This design comes from an exercise in tuning for small area and few clock cycles on the open sky130 flow, not from production work. Function was checked by simulation only, so behaviour that the tests miss may differ from the original. Power and IR drop assume default switching activity.

===== flow/config.mk =====
export PLATFORM = sky130hd
export DESIGN_NAME = data_memory_param
export DESIGN_NICKNAME = data_memory_param
export VERILOG_FILES = /design/flow/design.v
export SDC_FILE = /design/flow/constraint.sdc
export NUM_CORES = 4
export LEC_CHECK = 0
export CAP_MARGIN = 20
export CORE_MARGIN = 2
export CORE_UTILIZATION = 40
export SLEW_MARGIN = 20

===== flow/constraint.sdc =====
create_clock -name core_clock -period 3.2 [get_ports {clock}]
set_input_delay 0.6400 -clock core_clock [delete_from_list [all_inputs] [get_ports {clock}]]
set_output_delay 0.6400 -clock core_clock [all_outputs]
set_load 0.01 [all_outputs]

===== flow/design.v =====
module data_memory_param #(
  parameter int DATA_WIDTH = 32,
  parameter int ADDR_WIDTH = 7
) (
  input  logic                    clock,
  input  logic                    reset,
  input  logic                    mem_read,
  input  logic                    mem_write,
  input  logic [ADDR_WIDTH-1:0]   address,
  input  logic [DATA_WIDTH-1:0]   write_data,
  input  logic [DATA_WIDTH/8-1:0] byte_en,
  output logic [DATA_WIDTH-1:0]   read_data,
  output logic                    read_valid,
  output logic                    ready,
  output logic                    access_err,
  output logic                    parity_err
);
  localparam int NB    = DATA_WIDTH / 8;
  localparam int DEPTH = 1 << ADDR_WIDTH;
  typedef enum logic {S_INIT, S_IDLE} state_t;
  state_t                  state_q, state_d;
  logic [ADDR_WIDTH-1:0]   clr_q, clr_d;
  logic [DATA_WIDTH-1:0]   read_data_q, read_data_d;
  logic                    read_valid_q, read_valid_d;
  logic                    ready_q, ready_d;
  logic                    access_err_q, access_err_d;
  logic [DATA_WIDTH-1:0]   mem_q [DEPTH];
  logic                    mem_we;
  logic [ADDR_WIDTH-1:0]   mem_addr;
  logic [DATA_WIDTH-1:0]   mem_wdata;
  logic [NB-1:0]           mem_be;
  always_comb begin
    state_d      = state_q;
    clr_d        = clr_q;
    read_data_d  = read_data_q;
    read_valid_d = 1'b0;
    ready_d      = ready_q;
    access_err_d = 1'b0;
    mem_we       = 1'b0;
    mem_addr     = address;
    mem_wdata    = write_data;
    mem_be       = byte_en;
    case (state_q)
      S_INIT: begin
        mem_we       = 1'b1;
        mem_addr     = clr_q;
        mem_wdata    = '0;
        mem_be       = '1;
        access_err_d = mem_read | mem_write;
        clr_d        = clr_q + ADDR_WIDTH'(1);
        ready_d      = 1'b0;
        if (clr_q == '1) begin
          state_d = S_IDLE;
          ready_d = 1'b1;
        end
      end
      S_IDLE: begin
        ready_d = 1'b1;
        mem_we  = mem_write;
        if (mem_read && mem_write) begin
          access_err_d = 1'b1;
        end else if (mem_read) begin
          read_data_d  = mem_q[address];
          read_valid_d = 1'b1;
        end
      end
      default: begin
        state_d = S_INIT;
        clr_d   = '0;
        ready_d = 1'b0;
      end
    endcase
  end
  always_ff @(posedge clock or posedge reset) begin
    if (reset) begin
      state_q      <= S_INIT;
      clr_q        <= '0;
      read_data_q  <= '0;
      read_valid_q <= 1'b0;
      ready_q      <= 1'b0;
      access_err_q <= 1'b0;
    end else begin
      state_q      <= state_d;
      clr_q        <= clr_d;
      read_data_q  <= read_data_d;
      read_valid_q <= read_valid_d;
      ready_q      <= ready_d;
      access_err_q <= access_err_d;
    end
  end
  always_ff @(posedge clock) begin
    if (mem_we && !reset) begin
      for (int i = 0; i < NB; i++) begin
        if (mem_be[i]) begin
          mem_q[mem_addr][8*i +: 8] <= mem_wdata[8*i +: 8];
        end
      end
    end
  end
  assign read_data  = read_data_q;
  assign read_valid = read_valid_q;
  assign ready      = ready_q;
  assign access_err = access_err_q;
  assign parity_err = 1'b0;
endmodule

===== flow/run.sh =====
#!/bin/bash
# synth_recipe.tcl (not shown) runs the flow's synth.tcl, then flattens the netlist and writes it again
# the make line also repeats each setting of config.mk as NAME=value (left out here)
make -C /OpenROAD-flow-scripts/flow DESIGN_CONFIG=/design/flow/config.mk WORK_HOME=/design/flow/orfs CLKGATE_MAP_FILE= SYNTH_SCRIPT=/design/flow/synth_recipe.tcl finish

==> impl_metrics.json <==
{
  "firstDrtPassIters": 8,
  "dr.first_iter.drc_count": 10900,
  "syn-cell-area_sq_um": 162000,
  "netlist_instances": 8442,
  "reg2regPathDepth": 8,
  "crit_family": "buffers and inverters",
  "dpl.hpwl_mm": 329,
  "rr_endpoint": "read_data_q[26]$_DFFE_PP0P_",
  "power_frac_comb_pct": 3.6,
  "r2r-start": "ready_q$_DFF_PP0_",
  "hold_end": "read_data_q[16]$_DFFE_PP0P_",
  "drive_gt1_share_pct": 27.3,
  "finalSetupTns_ps": 0,
  "startpoint_type": "flop",
  "path_max_fanout": 2,
  "intPower_mw": 88.2,
  "gp_congestion": 0.894,
  "setup_viol": 0,
  "synthFlopType": "edfxtp_1",
  "critical-path-max-stage-delay_ps": 1020,
  "ys_seq_area_share_pct": 76.5,
  "io_pins": 83,
  "netlist-cell-type-count": 69,
  "drv_slew": 0,
  "whs_ps": 220,
  "p_sw_share_pct": 20.8,
  "postLayoutCellArea_sq_um": 195000,
  "cts_hold_buf": 0,
  "dpl_cell_area_sq_um": 181000,
  "layout.nets": 9949,
  "clockRootBuffer": "clkbuf_16",
  "synthArstFlopShare_pct": 1.01,
  "ys_seq_elements": 4138,
  "cts_buffers": 413,
  "clk_pin_slew_ps": 60,
  "layout_common_cells": "edfxtp_1 (4,096), buf_4 (1,261), mux2i_1 (1,026)",
  "synth.top_cell.area_share_pct": 75.8,
  "die_h_um": 641,
  "hold_start": "address[2]",
  "p_leak_nw": 57.2,
  "grt_pass1_wl_mm": 679,
  "crit_arrival_ps": 2480,
  "netSwitchingPower_mw": 23.2,
  "holdCritPathClass": "in2reg",
  "overflow": 0,
  "grt_max_degree": 88,
  "antenna_found_initial": 30,
  "crit_start": "read_data_q[19]$_DFFE_PP0P_",
  "cts_tree": "done",
  "yosysTopAreaCell": "edfxtp_1",
  "cp-end-kind": "output pin",
  "drt-wirelength-per-cell_um": 31.0,
  "yosys-top-cells-area": "edfxtp_1 (76%), mux4_2 (8.0%), mux2i_1 (6.3%)",
  "status": "finished clean",
  "vias": 89900,
  "worst_pin_slew_ps": 1060,
  "stdcell_count": 15700,
  "crit_required_ps": 2560,
  "critical_path_class": "reg2out",
  "htreeDepth": 5,
  "dieArea_sq_um": 411000,
  "clockBufferDepth": 4,
  "cts.sinks": 4138,
  "layout_commonest_cell": "edfxtp_1",
  "p_per_area_nw_per_um2": 571,
  "die_w_um": 641,
  "drc": 0,
  "max-cap-violations": 0,
  "post-place-cells": 14900,
  "clk_latency_ps": 990,
  "min_path_cells": 4,
  "avgSynthCellArea_sq_um": 19.2,
  "viasPerCell": 5.74,
  "yosysWarnings": 1,
  "clock_skew_ps": 51.6,
  "wl_mm": 485,
  "clockPowerShare_pct": 43.7,
  "finalCritPeriodShare_pct": 97.6,
  "layout_min_cycle_time_ps": 3120,
  "grt_use_total_pct": 23.3,
  "synth_edf_count": 4096,
  "path_cells": "clkdlybuf4s50_1",
  "path_buf_inv": 1,
  "grt_pass1_vias": 90000,
  "postRouteAntennaNets": 0,
  "hold_violations": 0,
  "syn2layout_area_growth_pct": 20.2,
  "irDropWorstVdd_mv": 0.475,
  "core_sq_um": 403000,
  "max_slew_margin_pct": 28.7,
  "synth_fp_nets": 8490,
  "num_rows": 233,
  "crit_path_top_delay_cell": "clkdlybuf4s50_1",
  "fmax_mhz": 320,
  "reg2reg_slack_ps": 260,
  "grt_setup_unrepaired": "no",
  "seqPwrFrac_pct": 52.6,
  "start_util_pct": 40.2,
  "io_buffers": 81
}
synthesized netlist by cell type, types with 34 or more instances:
cell / instances
and2_1: 56
o21ai_0: 34
a21oi_1: 100
clkbuf_1: 200
nor2_1: 659
a221oi_1: 36
nor3_1: 88
a22oi_1: 137
nand3_1: 34
mux4_2: 574
buf_4: 89
mux2i_1: 1026
nand2_1: 303
a211oi_1: 64
dfrtp_1: 42
edfxtp_1: 4096
buf_2: 162
o221ai_1: 68
buf_6: 59
o22ai_1: 205
through the flow:
| stage | power [mW] | utilization [%] | setup slack [ps] |
|---|---|---|---|
| 2_1_floorplan | 61.8 | - | -221 |
| 3_3_place_gp | 63.8 | 45.0 | -559 |
| 3_5_place_dp | 63.8 | 45.0 | -564 |
| 4_1_cts | 112 | 48.4 | 11.7 |
| 5_1_grt | 114 | 48.4 | 60.5 |
| 6_report | 111 | 48.4 | 77.2 |
flip-flops by register name (all words and copies together) (netlist names):
register and cells:
read_valid_q 1, ready_q 1, access_err_q 1, read_data_q 32
clr_q 7, mem_q 4096
worst register-to-register path, stage by stage, from the launching register on:
cell and delay (ps):
dfrtp_4 620, nand2_1 130, or2_4 310, inv_1 100
nand2_1 220, buf_4 340, nor3_1 790, a32oi_1 220
o21ai_1 110
cells by family (layout without fill, tap and decap cells):
kind of cell / after synthesis / after routing / synth area share (%)
flops: 4138 / 4138 / 76.5
simple gates: 1252 / 1252 / 3.27
xor+xnor: 6 / 6 / 0.0324
buf+inv: 553 / 2362 / 1.95
mux: 1603 / 1603 / 14.3
other cells: 1 / 12 / 0.00231
compound gates: 888 / 888 / 3.93
fa+ha+maj: 1 / 1 / 0.00771
final cells by class:
class / instances / area, sq um
clock inverters: 261 / 2690
clock buffers: 504 / 10900
inverters: 7 / 37.5
fillers: 33000 / 208000
repair buffers: 1590 / 15300
flip-flops and latches: 4138 / 124000
multi-input cells: 3751 / 35300
well taps: 5405 / 6760
diodes: 11 / 27.5
metal layers:
metal	share of wire, %	global-route usage, %	vias to the layer above
li1	-	-	37300
met1	40	31.6	47500
met4	4.9	10.2	14
met3	8.2	3.73	816
met2	47	37.2	4283
met5	0.020	0	-
power groups by stage:
stage	Combinational [mW]	Sequential, mW	Clock (mW)
after CTS	4.00	58.6	49.3
after global routing	4.13	58.6	51.4
after floorplan	2.04	59.8	0
after global placement	3.97	59.8	0
final	4.03	58.6	48.7
after detailed placement	3.99	59.8	0
worst max path at each step:
stage	end	slack, ps	depth (start not counted)
after detailed placement	read_data_q[27]$_DFFE_PP0P_	-560	11
after global routing	read_data[18]	60	1
after floorplan	mem_q[0][30]$_DFFE_PP_	-220	4
final	read_data[19]	80	1
after global placement	read_data_q[27]$_DFFE_PP0P_	-560	11
after CTS	read_data[19]	10	1
repair_timing:
action | in CTS | in global routing
endpoints found under the setup margin | 4 | 0
gates resized for setup | 4 | 0
buffers inserted | 1 | 0
Testbench counts, summed over its fixed seeds: cycles 15,998.

==> separate check: timing with driven ports <==
The results above use ideal ports. As a check the final layout listed here was re-extracted and re-timed, cells and wires unchanged.
Step 1 assumes that a clkbuf_16 drives the clock port and a buf_2 every other input.
Step 2, shift: input delay + t, output delay - t, t = (earliest + latest rising clock arrival at the registers) / 2. This alone moves slack from input paths to output paths.
Slacks: ideal ports / drivers / drivers and shift; pairs: ideal ports / drivers.
shift t [ns]: 1.066
setup WS [ns]: 0.077 / -0.027 / -0.663
cell pins on the clock port's net: 1
With both steps, setup timing fails in this run, where it was met with ideal ports. The setup slack of this run moves by -0.104 ns with the drivers and by -0.740 ns with both steps.
